This design comes from an exercise in tuning for small area, a short achievable clock period and few clock cycles per item on the open sky130 flow, not from production work.
The RTL was checked by simulation tests, not by an equivalence proof against the original design.
Power figures rest on the tool's default switching activity, not on a simulated workload.

**flow/design.v**
```verilog
`default_nettype none
package feeder_pkg;
    typedef logic [31:0]  bus_addr_t;
    typedef logic [31:0]  bus_data_t;
    typedef logic [15:0]  word_t;
    typedef logic [511:0] line_t;
    typedef logic [4:0]   word_idx_t;
    typedef logic [14:0]  len_t;
    typedef logic [14:0]  sram_idx_t;
    typedef logic [7:0]   opcode_t;
    localparam opcode_t OP_LOAD_INPUT  = 8'd9;
    localparam opcode_t OP_LOAD_WEIGHT = 8'd10;
    localparam bus_addr_t REG_DRAM_ADDR = 32'h0000_2024;
    localparam bus_addr_t REG_DRAM_LEN  = 32'h0000_2028;
    localparam bus_addr_t REG_XFER      = 32'h0000_2030;
    localparam bus_addr_t REG_SRAM_IDX  = 32'h0000_2034;
    localparam bus_addr_t REG_DATA_TYPE = 32'h0000_2038;
    localparam bus_addr_t REG_BUSY      = 32'h0000_0020;
    localparam int unsigned LINE_BYTES = 64;
    typedef struct packed {
        bus_addr_t addr;
        len_t      len;
        sram_idx_t sram_idx;
        logic      weight;
    } xfer_cfg_t;
    typedef struct packed {
        logic      valid;
        opcode_t   opcode;
        word_t     data;
        sram_idx_t idx;
    } load_cmd_t;
    typedef enum logic [1:0] {
        REQ_IDLE,
        REQ_WAIT,
        REQ_SEND
    } req_state_t;
    typedef enum logic [1:0] {
        LD_IDLE,
        LD_WAIT_DATA,
        LD_ISSUE,
        LD_POP
    } load_state_t;
endpackage
`default_nettype wire
`default_nettype none
module feeder_regs #(
    parameter feeder_pkg::bus_addr_t BUS_BASE = 32'hC400_0000
) (
    input  logic                  clk_i,
    input  logic                  rst_i,
    input  logic                  host_strobe_i,
    input  logic                  host_rw_i,
    input  feeder_pkg::bus_addr_t host_addr_i,
    input  feeder_pkg::bus_data_t host_wdata_i,
    output logic                  host_ready_o,
    output feeder_pkg::bus_data_t host_rdata_o,
    input  logic                  req_busy_i,
    input  logic                  load_busy_i,
    output feeder_pkg::xfer_cfg_t cfg_o,
    output logic                  start_o
);
    localparam feeder_pkg::bus_addr_t ADDR_DRAM_ADDR = BUS_BASE + feeder_pkg::REG_DRAM_ADDR;
    localparam feeder_pkg::bus_addr_t ADDR_DRAM_LEN  = BUS_BASE + feeder_pkg::REG_DRAM_LEN;
    localparam feeder_pkg::bus_addr_t ADDR_XFER      = BUS_BASE + feeder_pkg::REG_XFER;
    localparam feeder_pkg::bus_addr_t ADDR_SRAM_IDX  = BUS_BASE + feeder_pkg::REG_SRAM_IDX;
    localparam feeder_pkg::bus_addr_t ADDR_DATA_TYPE = BUS_BASE + feeder_pkg::REG_DATA_TYPE;
    localparam feeder_pkg::bus_addr_t ADDR_BUSY      = BUS_BASE + feeder_pkg::REG_BUSY;
    logic wr_en;
    logic rd_en;
    logic busy;
    assign wr_en = host_strobe_i && host_rw_i;
    assign rd_en = host_strobe_i && !host_rw_i;
    assign busy = req_busy_i || load_busy_i || start_o;
    always_ff @(posedge clk_i) begin
        if (rst_i) begin
            cfg_o <= '0;
        end else if (wr_en) begin
            case (host_addr_i)
                ADDR_DRAM_ADDR: begin
                    cfg_o.addr <= host_wdata_i;
                end
                ADDR_DRAM_LEN: begin
                    cfg_o.len <= feeder_pkg::len_t'(host_wdata_i);
                end
                ADDR_SRAM_IDX: begin
                    cfg_o.sram_idx <= feeder_pkg::sram_idx_t'(host_wdata_i);
                end
                ADDR_DATA_TYPE: begin
                    cfg_o.weight <= host_wdata_i[0];
                end
                default: begin
                end
            endcase
        end
    end
    always_ff @(posedge clk_i) begin
        if (rst_i) begin
            start_o <= 1'b0;
        end else begin
            start_o <= wr_en && (host_addr_i == ADDR_XFER);
        end
    end
    always_ff @(posedge clk_i) begin
        if (rst_i) begin
            host_ready_o <= 1'b0;
        end else begin
            host_ready_o <= host_strobe_i;
        end
    end
    always_ff @(posedge clk_i) begin
        if (rst_i) begin
            host_rdata_o <= '0;
        end else if (rd_en && (host_addr_i == ADDR_BUSY)) begin
            host_rdata_o <= feeder_pkg::bus_data_t'(busy);
        end
    end
endmodule
`default_nettype wire
`default_nettype none
module dram_read_req (
    input  logic                  clk_i,
    input  logic                  rst_i,
    input  logic                  start_i,
    input  feeder_pkg::xfer_cfg_t cfg_i,
    input  logic                  fifo_addr_full_i,
    input  logic                  fifo_rw_full_i,
    output logic                  dram_addr_valid_o,
    output feeder_pkg::bus_addr_t dram_addr_o,
    output logic                  busy_o
);
    feeder_pkg::req_state_t state_q;
    feeder_pkg::req_state_t state_d;
    feeder_pkg::bus_addr_t addr_q;
    feeder_pkg::len_t      covered_q;
    logic [6:0]  span_bytes;
    logic [5:0]  span_words;
    logic [15:0] covered_sum;
    logic        fifo_ready;
    assign span_bytes  = 7'(feeder_pkg::LINE_BYTES) - {1'b0, addr_q[5:0]};
    assign span_words  = span_bytes[6:1];
    assign covered_sum = {1'b0, covered_q} + {10'b0, span_words};
    assign fifo_ready  = !fifo_addr_full_i && !fifo_rw_full_i;
    always_comb begin
        state_d = state_q;
        case (state_q)
            feeder_pkg::REQ_IDLE: begin
                if (start_i) begin
                    state_d = feeder_pkg::REQ_WAIT;
                end
            end
            feeder_pkg::REQ_WAIT: begin
                if (fifo_ready) begin
                    state_d = feeder_pkg::REQ_SEND;
                end
            end
            feeder_pkg::REQ_SEND: begin
                if (covered_sum >= {1'b0, cfg_i.len}) begin
                    state_d = feeder_pkg::REQ_IDLE;
                end else begin
                    state_d = feeder_pkg::REQ_WAIT;
                end
            end
            default: begin
                state_d = feeder_pkg::REQ_IDLE;
            end
        endcase
    end
    always_ff @(posedge clk_i) begin
        if (rst_i) begin
            state_q   <= feeder_pkg::REQ_IDLE;
            addr_q    <= '0;
            covered_q <= '0;
        end else begin
            state_q <= state_d;
            if (state_q == feeder_pkg::REQ_IDLE && start_i) begin
                addr_q    <= cfg_i.addr;
                covered_q <= '0;
            end else if (state_q == feeder_pkg::REQ_SEND) begin
                addr_q    <= addr_q + feeder_pkg::bus_addr_t'(span_bytes);
                covered_q <= feeder_pkg::len_t'(covered_sum);
            end
        end
    end
    assign dram_addr_valid_o = (state_q == feeder_pkg::REQ_SEND);
    assign dram_addr_o       = addr_q;
    assign busy_o            = (state_q != feeder_pkg::REQ_IDLE);
endmodule
`default_nettype wire
`default_nettype none
module gemm_load_feeder (
    input  logic                  clk_i,
    input  logic                  rst_i,
    input  logic                  start_i,
    input  feeder_pkg::xfer_cfg_t cfg_i,
    input  logic                  fifo_data_empty_i,
    input  feeder_pkg::line_t     dram_line_i,
    output logic                  fifo_data_rd_en_o,
    output feeder_pkg::load_cmd_t load_cmd_o,
    output logic                  busy_o
);
    feeder_pkg::load_state_t state_q;
    feeder_pkg::load_state_t state_d;
    feeder_pkg::line_t     line_q;
    feeder_pkg::word_idx_t word_ptr_q;
    feeder_pkg::len_t      sent_q;
    feeder_pkg::sram_idx_t sram_idx_q;
    feeder_pkg::load_cmd_t cmd_q;
    feeder_pkg::word_t     cur_word;
    logic                  last_in_line;
    logic                  last_in_xfer;
    logic                  issuing;
    assign cur_word     = line_q[{word_ptr_q, 4'b0000} +: 16];
    assign last_in_line = (word_ptr_q == 5'd31);
    assign last_in_xfer = (feeder_pkg::len_t'(sent_q + 1'b1) == cfg_i.len);
    assign issuing      = (state_q == feeder_pkg::LD_ISSUE);
    always_comb begin
        state_d = state_q;
        case (state_q)
            feeder_pkg::LD_IDLE: begin
                if (start_i) begin
                    state_d = feeder_pkg::LD_WAIT_DATA;
                end
            end
            feeder_pkg::LD_WAIT_DATA: begin
                if (!fifo_data_empty_i) begin
                    state_d = feeder_pkg::LD_ISSUE;
                end
            end
            feeder_pkg::LD_ISSUE: begin
                if (last_in_line || last_in_xfer) begin
                    state_d = feeder_pkg::LD_POP;
                end
            end
            feeder_pkg::LD_POP: begin
                if (sent_q >= cfg_i.len) begin
                    state_d = feeder_pkg::LD_IDLE;
                end else begin
                    state_d = feeder_pkg::LD_WAIT_DATA;
                end
            end
            default: begin
                state_d = feeder_pkg::LD_IDLE;
            end
        endcase
    end
    always_ff @(posedge clk_i) begin
        if (rst_i) begin
            state_q    <= feeder_pkg::LD_IDLE;
            word_ptr_q <= '0;
            sent_q     <= '0;
            sram_idx_q <= '0;
        end else begin
            state_q <= state_d;
            if (state_q == feeder_pkg::LD_IDLE && start_i) begin
                word_ptr_q <= cfg_i.addr[5:1];
                sent_q     <= '0;
                sram_idx_q <= cfg_i.sram_idx;
            end else if (issuing) begin
                word_ptr_q <= word_ptr_q + 1'b1;
                sent_q     <= sent_q + 1'b1;
                sram_idx_q <= sram_idx_q + 1'b1;
            end
        end
    end
    always_ff @(posedge clk_i) begin
        if (state_q == feeder_pkg::LD_WAIT_DATA && !fifo_data_empty_i) begin
            line_q <= dram_line_i;
        end
    end
    always_ff @(posedge clk_i) begin
        cmd_q.opcode <= cfg_i.weight ? feeder_pkg::OP_LOAD_WEIGHT
                                     : feeder_pkg::OP_LOAD_INPUT;
        cmd_q.data   <= cur_word;
        cmd_q.idx    <= sram_idx_q;
        if (rst_i) begin
            cmd_q.valid <= 1'b0;
        end else begin
            cmd_q.valid <= issuing;
        end
    end
    assign load_cmd_o        = cmd_q;
    assign fifo_data_rd_en_o = (state_q == feeder_pkg::LD_POP);
    assign busy_o            = (state_q != feeder_pkg::LD_IDLE);
endmodule
`default_nettype wire
`default_nettype none
module data_feeder_top #(
    parameter feeder_pkg::bus_addr_t BUS_BASE = 32'hC400_0000
) (
    input  logic                  clk_i,
    input  logic                  rst_i,
    input  logic                  host_strobe_i,
    input  logic                  host_rw_i,
    input  feeder_pkg::bus_addr_t host_addr_i,
    input  feeder_pkg::bus_data_t host_wdata_i,
    output logic                  host_ready_o,
    output feeder_pkg::bus_data_t host_rdata_o,
    input  logic                  fifo_addr_full_i,
    input  logic                  fifo_rw_full_i,
    input  logic                  fifo_data_empty_i,
    input  feeder_pkg::line_t     dram_line_i,
    output logic                  dram_addr_valid_o,
    output feeder_pkg::bus_addr_t dram_addr_o,
    output logic                  fifo_data_rd_en_o,
    output feeder_pkg::load_cmd_t load_cmd_o
);
    feeder_pkg::xfer_cfg_t xfer_cfg;
    logic                  xfer_start;
    logic                  req_busy;
    logic                  load_busy;
    feeder_regs #(
        .BUS_BASE (BUS_BASE)
    ) feeder_regs_inst (
        .clk_i         (clk_i),
        .rst_i         (rst_i),
        .host_strobe_i (host_strobe_i),
        .host_rw_i     (host_rw_i),
        .host_addr_i   (host_addr_i),
        .host_wdata_i  (host_wdata_i),
        .host_ready_o  (host_ready_o),
        .host_rdata_o  (host_rdata_o),
        .req_busy_i    (req_busy),
        .load_busy_i   (load_busy),
        .cfg_o         (xfer_cfg),
        .start_o       (xfer_start)
    );
    dram_read_req dram_read_req_inst (
        .clk_i             (clk_i),
        .rst_i             (rst_i),
        .start_i           (xfer_start),
        .cfg_i             (xfer_cfg),
        .fifo_addr_full_i  (fifo_addr_full_i),
        .fifo_rw_full_i    (fifo_rw_full_i),
        .dram_addr_valid_o (dram_addr_valid_o),
        .dram_addr_o       (dram_addr_o),
        .busy_o            (req_busy)
    );
    gemm_load_feeder gemm_load_feeder_inst (
        .clk_i             (clk_i),
        .rst_i             (rst_i),
        .start_i           (xfer_start),
        .cfg_i             (xfer_cfg),
        .fifo_data_empty_i (fifo_data_empty_i),
        .dram_line_i       (dram_line_i),
        .fifo_data_rd_en_o (fifo_data_rd_en_o),
        .load_cmd_o        (load_cmd_o),
        .busy_o            (load_busy)
    );
endmodule
`default_nettype wire
```
**flow/run.sh**
```bash
#!/bin/bash
# synth_recipe.tcl (not shown) runs the flow's synth.tcl, then flattens the netlist and writes it again
# the make line also repeats each setting of config.mk as NAME=value (left out here)
make -C /OpenROAD-flow-scripts/flow DESIGN_CONFIG=/design/flow/config.mk WORK_HOME=/design/flow/orfs CLKGATE_MAP_FILE= SYNTH_SCRIPT=/design/flow/synth_recipe.tcl finish
```
**flow/config.mk**
```make
export PLATFORM = sky130hd
export DESIGN_NAME = data_feeder_top
export DESIGN_NICKNAME = data_feeder_top
export VERILOG_FILES = /design/flow/design.v
export SDC_FILE = /design/flow/constraint.sdc
export NUM_CORES = 4
export LEC_CHECK = 0
export CAP_MARGIN = 20
export CORE_AREA = 5 5 275 275
export DIE_AREA = 0 0 280 280
export SLEW_MARGIN = 20
```
**flow/constraint.sdc**
```tcl
create_clock -name core_clock -period 5.0 [get_ports {clk_i}]
set_input_delay 1.0000 -clock core_clock [delete_from_list [all_inputs] [get_ports {clk_i}]]
set_output_delay 1.0000 -clock core_clock [all_outputs]
set_load 0.01 [all_outputs]
```
==> run notes <==
[synth_stat cells (3+ instances only)]
library cell and count:
edfxtp_1 512, dfxtp_1 186, nand2_1 165, mux4_2 160, nor2_1 98, a21oi_1 92, clkbuf_1 77, ha_1 54
xnor2_1 44, xor2_1 39, buf_4 38, inv_1 35, nand3_1 30, mux2i_1 26, and3_1 23, nor3_1 22
a211oi_1 21, o21ai_0 21, a21o_1 19, nand4_1 18, buf_1 17, mux2_2 17, nor4_1 17, o22ai_1 13
and4_1 11, nand2b_1 11, nor2b_1 10, or3_1 10, a31oi_1 6, or4_1 6, a311oi_1 5, o31ai_1 5
a221oi_1 4, buf_2 4, nor3b_1 3, nor4b_1 3, o211ai_1 3, or2_2 3
[how the worst max path moves through the flow]
stage	endpoint	slack [ns]	cells past startpoint
floorplan	gemm_load_feeder_inst.line_q[0]	-3.93	1
global placement	dram_read_req_inst.state_q[0]	0.68	17
detailed placement	dram_read_req_inst.state_q[0]	0.58	17
CTS	dram_read_req_inst.state_q[0]	0.54	17
global route	dram_read_req_inst.state_q[0]	0.03	17
finish	dram_read_req_inst.state_q[0]	0.49	17
[metal layers]
metal | vias up | global-route usage | wire, um
li1 | 8474 | - | -
met1 | 9232 | 0.282 | 35600
met2 | 683 | 0.399 | 47500
met3 | 148 | 0.0624 | 6450
met4 | 32 | 0.0575 | 2120
met5 | - | 0 | 218
[flip-flops by register name, indices dropped and copies added, names as in the netlist]
signal,flops
gemm_load_feeder_inst.line_q,512
feeder_regs_inst.cfg_o,63
gemm_load_feeder_inst.cmd_q,34
dram_read_req_inst.addr_q,32
dram_read_req_inst.covered_q,15
gemm_load_feeder_inst.sent_q,15
gemm_load_feeder_inst.sram_idx_q,15
gemm_load_feeder_inst.word_ptr_q,5
dram_read_req_inst.state_q,2
gemm_load_feeder_inst.state_q,2
feeder_regs_inst.host_rdata_o,1
feeder_regs_inst.host_ready_o,1
feeder_regs_inst.start_o,1
[area by class of cell]
type                       instances  area share
timing repair buffer             686       0.177
tap                              959      0.0307
clock inverter                    41      0.0134
inverter                          35     0.00336
clock buffer                     100      0.0529
sequential                       698       0.489
antenna                           16     0.00103
multi-input combinational       1030       0.232
[through the flow]
step	power, mW	hold WS, ns	TNS [ns]
floorplan	6.38	0.349	-2014.38
global placement	6.86	0.365	0
detailed placement	6.86	0.360	0
CTS	12.6	0.374	0
global route	12.9	0.379	0
finish	12.5	0.373	0
[power breakdown]
part | internal [mW] | switching [mW]
Sequential | 6.20 | 0.0000926
Combinational | 0.400 | 0.137
Clock | 3.38 | 2.39
Total | 9.98 | 2.53
[kinds of logic (layout without fill, tap and decap cells)]
| group | Yosys count | in the layout | synth area share |
|---|---|---|---|
| mux | 203 | 203 | 0.141 |
| xor+xnor | 83 | 83 | 0.0252 |
| simple gates | 437 | 437 | 0.0719 |
| compound gates | 215 | 215 | 0.0473 |
| flops | 698 | 698 | 0.663 |
| buf+inv | 171 | 862 | 0.0274 |
| fa+ha+maj | 55 | 55 | 0.0241 |
| other cells | 2 | 53 | 0.000261 |
[worst max-delay path: stages, from the launching register on]
cell and delay [ns]:
dfxtp_1 0.36, inv_1 0.15, ha_1 0.23, nor3b_1 0.44
ha_1 0.26, inv_1 0.06, ha_1 0.33, nand2_1 0.07
o21ai_0 0.28, a21oi_1 0.25, nor4_1 0.66, xnor2_1 0.20
ha_1 0.26, and4_1 0.15, o21ai_0 0.10, nor3_1 0.08
o41ai_1 0.37, a31o_2 0.20
==> results_dict.tcl <==
set metrics [dict create \
    fin_crit_sh 0.902 \
    wl_per_cell_um 25.8 \
    ff_latch_area_um2 19100 \
    die_x_um 280 \
    avgSynthCellArea_um2 15.5 \
    core_area_um2 72600 \
    postPlaceCellArea_um2 36400 \
    synth-edff-count 512 \
    grt_pass1_vias 19300 \
    synth-seq-cells 698 \
    power.leakage_nw 12.9 \
    ys_async_sr_fraction 0 \
    synth_area_leader_cell "edfxtp_1" \
    ys.flop_type "edfxtp_1" \
    grt.overflow.total 0 \
    synth_cells 1864 \
    nFillCells 5950 \
    finalCriticalPeriod_ns 4.51 \
    drc 0 \
    floorplan.die.height_um 280 \
    synth_area_leaders "edfxtp_1 53%, dfxtp_1 13%, mux4_2 13%, ha_1 2.3%, nand2_1 2.1%" \
    setup_viol 0 \
    r2r_start "dram_read_req_inst.addr_q[0]" \
    holdBufCountCts 0 \
    initial_core_util 0.397 \
    crit_path_start_kind "flop" \
    pin_count 690 \
    vias 18600 \
    critPathKind "reg2reg" \
    r2r_slack_ns 0.49 \
    maxSlewHeadroom 0.243 \
    drt_iter0_drc 1501 \
    antenna_found_initial 32 \
    powerDensity_nw_per_um2 320 \
    grt_pass1_wl_um 131000 \
    dr.pass1.iters 5 \
    h-tree-depth 3 \
    port_buffers 652 \
    fin_skew_ns 0.0548 \
    fmax_ghz 0.222 \
    vias_per_cell 5.21 \
    ir_drop_v 0.000239 \
    whs_endpoint "gemm_load_feeder_inst.cmd_q[14]" \
    r2r_end "dram_read_req_inst.state_q[0]" \
    final_nets 3167 \
    wirelength_um 92000 \
    area_growth_pct 35.6 \
    status "no timing/DRC/antenna violations" \
    pre_cts_slack_ns 0.578 \
    tightest_slew_ns 1.13 \
    yosys.area.top_type_share 0.534 \
    final_common_cell "clkdlybuf4s50_1" \
    dpl.hpwl_um 70600 \
    fin_area_um2 39100 \
    finalNonFillerCells 3565 \
    clk_path_buf_depth 3 \
    critPathRequiredTime_ns 5.57 \
    endpoint_kind "flop" \
    finalMaxSlewViolations 0 \
    track_usage 0.228 \
    clk_latency_ns 0.64 \
    layout_common_cells "651 x clkdlybuf4s50_1, 512 x edfxtp_1, 182 x dfxtp_1, 165 x nand2_1, 160 x mux4_2" \
    detail-route-antenna-nets 0 \
    min_from "gemm_load_feeder_inst.sram_idx_q[14]" \
    cts_resized 0 \
    cts_tree "done" \
    die_area_um2 78400 \
    rsz0062_at_grt "no" \
    clockRootBuffer "clkbuf_16" \
    critPathMaxFanout 7 \
    crit_start "dram_read_req_inst.addr_q[0]" \
    whs_path_depth 0 \
    row_count 99 \
    cts_num_sinks 698 \
    multi_input_area_um2 9060 \
    routabilityCongestion 0.870 \
    cap_viol_max_count 0 \
    grt_max_degree 80 \
    yosysWarnings 3 \
    hold_viol_final 0 \
    setup_ws_ns 0.489 \
    drive_gt1_frac 0.131 \
    yosysSeqAreaShare 0.663 \
    worstRegToRegCells 17 \
    critPathArrivalTime_ns 5.08 \
    syn-cell-area_um2 28800 \
    synthDistinctLibCells 64 \
    post-route-util 0.538 \
    numCtsBuffers 78 \
    hold_path.class "reg2reg" \
    path_clk_slew_ns 0.07 \
    post_cts_buffers 0 \
    dpl.cell_count 3407 \
]
Testbench counts, summed over its fixed seeds: cycles 196,804, words 174,743.

## separate check: timing with driven ports
The flow's constraints put no driver on any port. The routed layout listed below was extracted and timed again, unchanged, in two steps.
Step 1 (the two cells are an assumption about what drives the block):
set clk [get_ports {clk_i}]
set_driving_cell -lib_cell sky130_fd_sc_hd__clkbuf_16 $clk
set_driving_cell -lib_cell sky130_fd_sc_hd__buf_2 [delete_from_list [all_inputs] $clk]
Step 2 adds t to the input delays and takes it off the output delays; t is the mean of the earliest and latest rising clock arrival at the registers after step 1. Input paths then give back, and output paths get back, about the clock's delay inside the block.
Three values: ideal, step 1, step 2; two values: the first two.
shift t [ns]: 0.677
slack for setup (ns): 0.489 / 0.489 / 0.489
clock arrival spread, ns: 0.061 / 0.061
slew at the worst register clock pin (ns): 0.07 / 0.07
After both steps this run still meets setup and hold. For this run, drivers alone change the setup slack by 0.000 ns; drivers and shift together by 0.000 ns.
